This is an optimization exercise on Yosys and OpenROAD, whose aim is small area, not a production implementation. The RTL was checked by simulation tests, not by an equivalence proof against the original design. Power is estimated from default activity; no workload was simulated.

## flow/config.mk

```make
export PLATFORM = sky130hd
export DESIGN_NAME = fcp_link_top
export DESIGN_NICKNAME = fcp_link_top
export VERILOG_FILES = /design/flow/design.v
export SDC_FILE = /design/flow/constraint.sdc
export NUM_CORES = 4
export LEC_CHECK = 0
export CAP_MARGIN = 20
export CORE_MARGIN = 2
export CORE_UTILIZATION = 45
export PLACE_DENSITY = 0.6
export SLEW_MARGIN = 20
export SYNTH_MEMORY_MAX_BITS = 16384
```

## flow/constraint.sdc

```tcl
create_clock -name core_clock -period 4.0 [get_ports {user_clk}]
set_input_delay 0.8000 -clock core_clock [delete_from_list [all_inputs] [get_ports {user_clk}]]
set_output_delay 0.8000 -clock core_clock [all_outputs]
set_load 0.01 [all_outputs]
```

## flow/design.v

```verilog
package fcp_link_pkg;
    localparam int VC_W    = 16;
    localparam int STAT_W  = 32;
    localparam int BEAT_W  = 112;
    localparam int COUNT_W = 32;
    localparam int TOTAL_W = 64;
    typedef logic [VC_W-1:0]    vc_t;
    typedef logic [STAT_W-1:0]  stat_t;
    typedef logic [BEAT_W-1:0]  beat_t;
    typedef logic [COUNT_W-1:0] count_t;
    typedef logic [TOTAL_W-1:0] total_t;
    typedef struct packed {
        logic  valid;
        vc_t   vc;
        stat_t fccl;
        stat_t qlen;
        stat_t fccr;
    } fcp_msg_t;
    localparam int BEAT_VC_LSB   = 0;
    localparam int BEAT_FCCL_LSB = 16;
    localparam int BEAT_QLEN_LSB = 48;
    localparam int BEAT_FCCR_LSB = 80;
    localparam int QUEUE_DEPTH = 16;
    localparam int QADDR_W     = $clog2(QUEUE_DEPTH);
    localparam int QCOUNT_W    = QADDR_W + 1;
    typedef logic [QADDR_W-1:0]  qaddr_t;
    typedef logic [QCOUNT_W-1:0] qcount_t;
    localparam int HOLDOFF_CYCLES     = 64;
    localparam int HOLDOFF_W          = $clog2(HOLDOFF_CYCLES);
    localparam int RATE_WINDOW_CYCLES = 256;
    localparam int WINDOW_W           = $clog2(RATE_WINDOW_CYCLES);
    typedef logic [HOLDOFF_W-1:0] holdoff_cnt_t;
    typedef logic [WINDOW_W-1:0]  window_cnt_t;
    typedef enum logic {
        HOLDOFF,
        RUN
    } packer_state_e;
endpackage
module fcp_ingress_packer (
    input  logic                  user_clk,
    input  logic                  rst_user_300,
    input  fcp_link_pkg::fcp_msg_t fcp_in,
    input  logic                  full,
    output fcp_link_pkg::beat_t   wr_beat,
    output logic                  wr_en,
    output logic                  link_up,
    output fcp_link_pkg::count_t  drop_count
);
    fcp_link_pkg::packer_state_e state_q;
    fcp_link_pkg::holdoff_cnt_t  holdoff_q;
    fcp_link_pkg::beat_t         beat_q;
    logic          beat_valid_q;
    fcp_link_pkg::count_t        drop_q;
    always_ff @(posedge user_clk) begin
        if (rst_user_300) begin
            state_q   <= fcp_link_pkg::HOLDOFF;
            holdoff_q <= '0;
        end else begin
            case (state_q)
                fcp_link_pkg::HOLDOFF: begin
                    holdoff_q <= holdoff_q + fcp_link_pkg::holdoff_cnt_t'(1);
                    if (holdoff_q == fcp_link_pkg::holdoff_cnt_t'(fcp_link_pkg::HOLDOFF_CYCLES - 1)) begin
                        state_q <= fcp_link_pkg::RUN;
                    end
                end
                default: begin
                    state_q <= fcp_link_pkg::RUN;
                end
            endcase
        end
    end
    assign link_up = (state_q == fcp_link_pkg::RUN);
    always_ff @(posedge user_clk) begin
        if (rst_user_300) begin
            beat_valid_q <= 1'b0;
        end else begin
            beat_valid_q <= fcp_in.valid && (state_q == fcp_link_pkg::RUN);
        end
    end
    always_ff @(posedge user_clk) begin
        if (fcp_in.valid) begin
            beat_q                                <= '0;
            beat_q[fcp_link_pkg::BEAT_VC_LSB   +: fcp_link_pkg::VC_W]         <= fcp_in.vc;
            beat_q[fcp_link_pkg::BEAT_FCCL_LSB +: fcp_link_pkg::STAT_W]       <= fcp_in.fccl;
            beat_q[fcp_link_pkg::BEAT_QLEN_LSB +: fcp_link_pkg::STAT_W]       <= fcp_in.qlen;
            beat_q[fcp_link_pkg::BEAT_FCCR_LSB +: fcp_link_pkg::STAT_W]       <= fcp_in.fccr;
        end
    end
    assign wr_beat = beat_q;
    assign wr_en   = beat_valid_q && !full;
    always_ff @(posedge user_clk) begin
        if (rst_user_300) begin
            drop_q <= '0;
        end else if (beat_valid_q && full) begin
            drop_q <= drop_q + fcp_link_pkg::count_t'(1);
        end
    end
    assign drop_count = drop_q;
endmodule
module fcp_beat_queue (
    input  logic                user_clk,
    input  logic                rst_user_300,
    input  fcp_link_pkg::beat_t wr_beat,
    input  logic                wr_en,
    input  logic                rd_en,
    output fcp_link_pkg::beat_t rd_beat,
    output logic                full,
    output logic                empty
);
    fcp_link_pkg::beat_t   mem [fcp_link_pkg::QUEUE_DEPTH];
    fcp_link_pkg::qaddr_t  wr_ptr_q;
    fcp_link_pkg::qaddr_t  rd_ptr_q;
    fcp_link_pkg::qcount_t count_q;
    always_ff @(posedge user_clk) begin
        if (wr_en) begin
            mem[wr_ptr_q] <= wr_beat;
        end
    end
    always_ff @(posedge user_clk) begin
        if (rst_user_300) begin
            wr_ptr_q <= '0;
        end else if (wr_en) begin
            wr_ptr_q <= wr_ptr_q + fcp_link_pkg::qaddr_t'(1);
        end
    end
    always_ff @(posedge user_clk) begin
        if (rst_user_300) begin
            rd_ptr_q <= '0;
        end else if (rd_en) begin
            rd_ptr_q <= rd_ptr_q + fcp_link_pkg::qaddr_t'(1);
        end
    end
    always_ff @(posedge user_clk) begin
        if (rst_user_300) begin
            count_q <= '0;
        end else begin
            case ({wr_en, rd_en})
                2'b10: begin
                    count_q <= count_q + fcp_link_pkg::qcount_t'(1);
                end
                2'b01: begin
                    count_q <= count_q - fcp_link_pkg::qcount_t'(1);
                end
                default: begin
                    count_q <= count_q;
                end
            endcase
        end
    end
    assign full  = (count_q == fcp_link_pkg::qcount_t'(fcp_link_pkg::QUEUE_DEPTH));
    assign empty = (count_q == '0);
    assign rd_beat = mem[rd_ptr_q];
endmodule
module fcp_egress_unpacker (
    input  logic                   user_clk,
    input  logic                   rst_user_300,
    input  fcp_link_pkg::beat_t    rd_beat,
    input  logic                   empty,
    input  logic                   drain_en,
    output logic                   rd_en,
    output fcp_link_pkg::fcp_msg_t fcp_out
);
    fcp_link_pkg::fcp_msg_t msg_q;
    fcp_link_pkg::fcp_msg_t msg_d;
    assign rd_en = drain_en && !empty;
    always_comb begin
        msg_d.valid = rd_en;
        msg_d.vc    = rd_beat[fcp_link_pkg::BEAT_VC_LSB   +: fcp_link_pkg::VC_W];
        msg_d.fccl  = rd_beat[fcp_link_pkg::BEAT_FCCL_LSB +: fcp_link_pkg::STAT_W];
        msg_d.qlen  = rd_beat[fcp_link_pkg::BEAT_QLEN_LSB +: fcp_link_pkg::STAT_W];
        msg_d.fccr  = rd_beat[fcp_link_pkg::BEAT_FCCR_LSB +: fcp_link_pkg::STAT_W];
    end
    always_ff @(posedge user_clk) begin
        if (rd_en) begin
            msg_q.vc   <= msg_d.vc;
            msg_q.fccl <= msg_d.fccl;
            msg_q.qlen <= msg_d.qlen;
            msg_q.fccr <= msg_d.fccr;
        end
        if (rst_user_300) begin
            msg_q.valid <= 1'b0;
        end else begin
            msg_q.valid <= msg_d.valid;
        end
    end
    assign fcp_out = msg_q;
endmodule
module fcp_rate_meter (
    input  logic                 user_clk,
    input  logic                 rst_user_300,
    input  logic                 msg_valid,
    output fcp_link_pkg::total_t total_count,
    output fcp_link_pkg::count_t msg_rate
);
    fcp_link_pkg::total_t      total_q;
    fcp_link_pkg::window_cnt_t window_q;
    fcp_link_pkg::count_t      in_window_q;
    fcp_link_pkg::count_t      rate_q;
    logic        window_end;
    always_ff @(posedge user_clk) begin
        if (rst_user_300) begin
            total_q <= '0;
        end else if (msg_valid) begin
            total_q <= total_q + fcp_link_pkg::total_t'(1);
        end
    end
    always_ff @(posedge user_clk) begin
        if (rst_user_300) begin
            window_q <= '0;
        end else if (window_end) begin
            window_q <= '0;
        end else begin
            window_q <= window_q + fcp_link_pkg::window_cnt_t'(1);
        end
    end
    assign window_end = (window_q == fcp_link_pkg::window_cnt_t'(fcp_link_pkg::RATE_WINDOW_CYCLES - 1));
    always_ff @(posedge user_clk) begin
        if (rst_user_300) begin
            in_window_q <= '0;
            rate_q      <= '0;
        end else if (window_end) begin
            rate_q      <= in_window_q + fcp_link_pkg::count_t'(msg_valid);
            in_window_q <= '0;
        end else begin
            in_window_q <= in_window_q + fcp_link_pkg::count_t'(msg_valid);
        end
    end
    assign total_count = total_q;
    assign msg_rate    = rate_q;
endmodule
module fcp_link_top (
    input  logic                   user_clk,
    input  logic                   rst_user_300,
    input  fcp_link_pkg::fcp_msg_t fcp_in,
    input  logic                   drain_en,
    output fcp_link_pkg::fcp_msg_t fcp_out,
    output logic                   link_up,
    output fcp_link_pkg::count_t   drop_count,
    output fcp_link_pkg::total_t   total_count,
    output fcp_link_pkg::count_t   msg_rate
);
    fcp_link_pkg::beat_t wr_beat;
    logic  wr_en;
    logic  full;
    fcp_link_pkg::beat_t rd_beat;
    logic  rd_en;
    logic  empty;
    fcp_ingress_packer u_packer (
        .user_clk     (user_clk),
        .rst_user_300 (rst_user_300),
        .fcp_in       (fcp_in),
        .full         (full),
        .wr_beat      (wr_beat),
        .wr_en        (wr_en),
        .link_up      (link_up),
        .drop_count   (drop_count)
    );
    fcp_beat_queue u_queue (
        .user_clk     (user_clk),
        .rst_user_300 (rst_user_300),
        .wr_beat      (wr_beat),
        .wr_en        (wr_en),
        .rd_en        (rd_en),
        .rd_beat      (rd_beat),
        .full         (full),
        .empty        (empty)
    );
    fcp_egress_unpacker u_unpacker (
        .user_clk     (user_clk),
        .rst_user_300 (rst_user_300),
        .rd_beat      (rd_beat),
        .empty        (empty),
        .drain_en     (drain_en),
        .rd_en        (rd_en),
        .fcp_out      (fcp_out)
    );
    fcp_rate_meter u_meter (
        .user_clk     (user_clk),
        .rst_user_300 (rst_user_300),
        .msg_valid    (fcp_out.valid),
        .total_count  (total_count),
        .msg_rate     (msg_rate)
    );
endmodule
```

## flow/run.sh

```bash
#!/bin/bash
# synth_recipe.tcl (not shown) runs the flow's synth.tcl, then flattens the netlist and writes it again
# the make line also repeats each setting of config.mk as NAME=value (left out here)
make -C /OpenROAD-flow-scripts/flow DESIGN_CONFIG=/design/flow/config.mk WORK_HOME=/design/flow/orfs CLKGATE_MAP_FILE= SYNTH_SCRIPT=/design/flow/synth_recipe.tcl finish
```

==> run notes <==
-- metal layers --
metal	vias to the layer above	global-route usage (%)	share of wire, %	wire, um
met5	-	0	0.027	52
met4	8	5.80	2.4	4560
met3	279	3.37	5.4	10400
met2	1138	33.2	49	93500
met1	20700	29.5	43	82500
li1	16300	-	-	-
-- final cells by class --
cell class,count,area (um2)
well taps,2370,2970
clock inverters,123,1030
fillers,13900,84900
diodes,1,2.50
multi-input cells,1278,17200
repair buffers,443,4890
flip-flops and latches,2206,64400
clock buffers,277,5720
inverters,19,71.3
-- cells in the final DEF, fill, tap and decap left out, types with 5 or more instances in the layout --
cell                              instances
sky130_fd_sc_hd__edfxtp_1              2016
sky130_fd_sc_hd__mux4_2                 560
sky130_fd_sc_hd__clkdlybuf4s50_1        355
sky130_fd_sc_hd__clkbuf_16              220
sky130_fd_sc_hd__dfxtp_1                182
sky130_fd_sc_hd__nor2_1                 178
sky130_fd_sc_hd__xor2_1                  68
sky130_fd_sc_hd__nand2_1                 55
sky130_fd_sc_hd__clkbuf_1                55
sky130_fd_sc_hd__buf_12                  54
sky130_fd_sc_hd__nand4_1                 50
sky130_fd_sc_hd__clkinv_1                50
sky130_fd_sc_hd__xnor2_1                 47
sky130_fd_sc_hd__nand3_1                 45
sky130_fd_sc_hd__clkinv_2                42
sky130_fd_sc_hd__buf_4                   33
sky130_fd_sc_hd__a21oi_1                 30
sky130_fd_sc_hd__a211oi_1                30
sky130_fd_sc_hd__and4_1                  23
sky130_fd_sc_hd__nor3_1                  20
sky130_fd_sc_hd__inv_1                   19
sky130_fd_sc_hd__and3_1                  18
sky130_fd_sc_hd__nor4_1                  18
sky130_fd_sc_hd__ha_1                    15
sky130_fd_sc_hd__nor2_4                  12
sky130_fd_sc_hd__or4_1                   10
sky130_fd_sc_hd__and2_1                  10
sky130_fd_sc_hd__or3_1                   10
sky130_fd_sc_hd__bufinv_16               10
sky130_fd_sc_hd__nor2b_1                  9
sky130_fd_sc_hd__o41ai_1                  8
sky130_fd_sc_hd__o21ai_0                  8
sky130_fd_sc_hd__mux2i_1                  7
sky130_fd_sc_hd__o31ai_1                  7
sky130_fd_sc_hd__clkinv_8                 7
sky130_fd_sc_hd__nand4b_1                 6
sky130_fd_sc_hd__nand2b_1                 5
-- kinds of logic (layout without fill, tap and decap cells) --
family,Yosys count,after routing,synth area share [%]
compound gates,89,89,0.711
xor+xnor,115,115,1.23
fa+ha+maj,16,16,0.253
buf+inv,197,862,0.963
flops,2206,2206,78.3
mux,569,569,15.5
other cells,0,1,0
simple gates,489,489,3.04
-- flip-flops by register name, indices dropped and copies added (netlist names) --
| register | flops |
|---|---|
| u_queue.rd_ptr_q | 4 |
| u_meter.rate_q | 32 |
| u_meter.window_q | 8 |
| u_packer.beat_valid_q | 1 |
| u_packer.state_q | 1 |
| u_packer.beat_q | 112 |
| u_packer.holdoff_q | 6 |
| u_queue.wr_ptr_q | 4 |
| u_packer.drop_q | 32 |
| u_meter.total_q | 64 |
| u_meter.in_window_q | 32 |
| u_unpacker.msg_q | 113 |
| u_queue.mem | 1792 |
| u_queue.count_q | 5 |
-- Yosys cell counts, types with 2 or more instances --
master                      number  area (um2)
sky130_fd_sc_hd__buf_1          44         165
sky130_fd_sc_hd__a211oi_1       30         225
sky130_fd_sc_hd__a21oi_1        30         150
sky130_fd_sc_hd__xor2_1         68         596
sky130_fd_sc_hd__edfxtp_1     2016       60500
sky130_fd_sc_hd__nand4_1        50         313
sky130_fd_sc_hd__o21ai_0         8        40.0
sky130_fd_sc_hd__nand3_1        45         225
sky130_fd_sc_hd__dfxtp_1       190        3800
sky130_fd_sc_hd__and2_1         10        62.6
sky130_fd_sc_hd__and4_1         23         201
sky130_fd_sc_hd__buf_2          25         125
sky130_fd_sc_hd__nand4_4         2        42.5
sky130_fd_sc_hd__mux2_2          2        22.5
sky130_fd_sc_hd__nor4_1         20         125
sky130_fd_sc_hd__nand4bb_1       2        22.5
sky130_fd_sc_hd__nand2_1        56         210
sky130_fd_sc_hd__nor2b_1         9        56.3
sky130_fd_sc_hd__or4_1          10        75.1
sky130_fd_sc_hd__o31ai_1         7        52.6
sky130_fd_sc_hd__xnor2_1        47         412
sky130_fd_sc_hd__and3_1         19         119
sky130_fd_sc_hd__inv_1          19        71.3
sky130_fd_sc_hd__or2_2           2        12.5
sky130_fd_sc_hd__clkbuf_1      104         390
sky130_fd_sc_hd__buf_4           3        22.5
sky130_fd_sc_hd__o41ai_1         8        70.1
sky130_fd_sc_hd__nand2b_1        5        31.3
sky130_fd_sc_hd__or3_1          10        62.6
sky130_fd_sc_hd__nor3_1         26         130
sky130_fd_sc_hd__nor2_1        190         713
sky130_fd_sc_hd__mux2i_1         7        70.1
sky130_fd_sc_hd__nand4b_1        6        52.6
sky130_fd_sc_hd__a31o_2          2        17.5
sky130_fd_sc_hd__mux4_2        560       12600
sky130_fd_sc_hd__ha_1           15         188
-- power by group --
group | switching (W) | internal (W)
Clock | 0.00866 | 0.0108
Sequential | 0.000368 | 0.0254
Combinational | 0.000117 | 0.000110
-- final timing paths --
kind                                     end  depth (start not counted)                             from  slack, ns
max          u_queue.count_q[4]$_SDFFE_PP0P_                          9  u_queue.count_q[0]$_SDFFE_PP0P_       1.01
min          u_meter.total_q[6]$_SDFFE_PP0P_                          2                     rst_user_300       0.37
max reg2reg  u_queue.count_q[4]$_SDFFE_PP0P_                          9  u_queue.count_q[0]$_SDFFE_PP0P_       1.01
min reg2reg   u_meter.window_q[0]$_SDFF_PP0_                          1   u_meter.window_q[0]$_SDFF_PP0_       0.47
-- critical path: cells and delay by family, from the launching register on --
| kind | cells | cell delay [ns] |
|---|---|---|
| simple gates | 3 | 1.27 |
| flops | 1 | 0.35 |
| fa+ha+maj | 2 | 0.57 |
| compound gates | 4 | 0.71 |
-- through the flow --
step	util [%]	setup TNS (ns)
5_1_grt	53.1	0
4_1_cts	53.1	0
6_report	53.1	0
2_1_floorplan	-	-511.76
3_5_place_dp	49.4	0
3_3_place_gp	49.4	0
==> flow_metrics.tcl <==
set metrics [dict create \
    async_reset_ff_share_pct 0 \
    dr.first_iter.drc_count 3662 \
    gp_congestion 0.782 \
    port_buffers 357 \
    crit_chain "or4_1 -> o21a_4 -> ha_1 -> ha_1 -> nor2b_1 -> o21ai_0 -> a21oi_1 -> or4_1 -> a21oi_1" \
    maxClockFrequency_mhz 334 \
    core_area_um2 181000 \
    irDropWorstVdd_mv 0.420 \
    global_route_wire_length_before_repair_mm 277 \
    track_usage_pct 20.6 \
    synth_seq_cells 2206 \
    dp.final_hpwl_mm 96.4 \
    endpoints_failing_hold 0 \
    syn2layout_area_growth_pct 17.2 \
    cell_area_placed_um2 89500 \
    clk_transition_reported_paths_ns 0.06 \
    top_level_ports 358 \
    critPathRequiredTime_ns 4.77 \
    max_cap_viol_count 0 \
    initial_core_util_pct 45.3 \
    cts_root_buf "sky130_fd_sc_hd__clkbuf_16" \
    cpMaxStageDelayCell "sky130_fd_sc_hd__or4_1" \
    drt-wirelength-per-cell_um 28.4 \
    design.die.area_um2 186000 \
    final_area_um2 96200 \
    drt-vias-per-instance 5.73 \
    final_critical_path_setup_slack_ns 1.01 \
    synth.avg_cell_area_um2 22.3 \
    holdWs_ns 0.372 \
    die-height_um 431 \
    cellPowerDensity_nw_per_um2 472 \
    drt_drc_violations_left 0 \
    post_route_cells_drive_above_1_share_pct 22.7 \
    cts_inserted_buffers 220 \
    vias 38500 \
    post_syn_instances 3681 \
    detail-route-antenna-nets 0 \
    dp_slack_ns 0.638 \
    grt_setup_unrepaired "false" \
    setup.worst_path.end_class "register" \
    fin_crit_ns 2.99 \
    fin_skew_ns 0.0263 \
    synth-edff-count 2016 \
    dieWidth_um 431 \
    wl_mm 191 \
    grt_antenna_before_repair 5 \
    count_of_warnings_emitted_by_yosys 4 \
    worst_setup_path_start_kind "register" \
    clk-insertion-delay-late_ns 0.85 \
    global_route.overflow_total 0 \
    floorplan.rows 156 \
    ctsLongestPathBuffers 3 \
    grt_max_degree 90 \
    nets 4300 \
    tritoncts_clock_tree "done" \
    postcts_resize_cnt 0 \
    design_power_total_w 0.0454 \
    hold_path.class "primary input to register" \
    h-tree-depth 4 \
    first_global_vias 39500 \
    syn_nets 3813 \
    instances_no_fill 6717 \
    post-place-cells 6316 \
    slew_viol_final 0 \
    cts_num_sinks 2206 \
    number_of_buffers_inserted_by_post_cts_setup_repair 0 \
    fin_crit_sh_pct 74.8 \
    worstPathArrival_ns 3.76 \
    synth.lib_cells_used.distinct 47 \
    slew_headroom_pct 37.1 \
    synthesis.area_um2 82100 \
    postCtsHoldBufs 0 \
    static-leakage-power_nw 29.0 \
    finalSetupViolations 0 \
    crit_fanout 5 \
    tightest_slew_ns 0.942 \
    crit_type "register to register" \
    run_status "no timing/DRC/antenna violations" \
    cp_slowest_stage_delay_ns 0.64 \
    proportion_of_synthesized_chip_area_in_sequential_cells_pct 78.3 \
    first_pass_detailed_route_iteration_total 5 \
    synth_top_flop_cell "sky130_fd_sc_hd__edfxtp_1" \
]

-- static timing again, ports no longer ideal --
Ports are ideal in the flow. The routed layout listed here was re-timed in OpenROAD. Step 1: set_driving_cell puts a clkbuf_16 on user_clk and a buf_2 on each other input, an assumption about the parent block. Step 2 also shifts input and output timing later by t, the mid clock arrival at the registers, as if the neighbouring blocks saw the same clock. Three values: ideal, step 1, step 2; two values: the first two.
shift t [ns]: 0.922
setup WS [ns]: 1.009 / 1.009 / 0.614
slew at the worst register clock pin (ns): 0.07 / 0.07
After both steps setup and hold are still met in this run. The setup slack of this run moves by 0.000 ns with the drivers and by -0.395 ns with both steps.
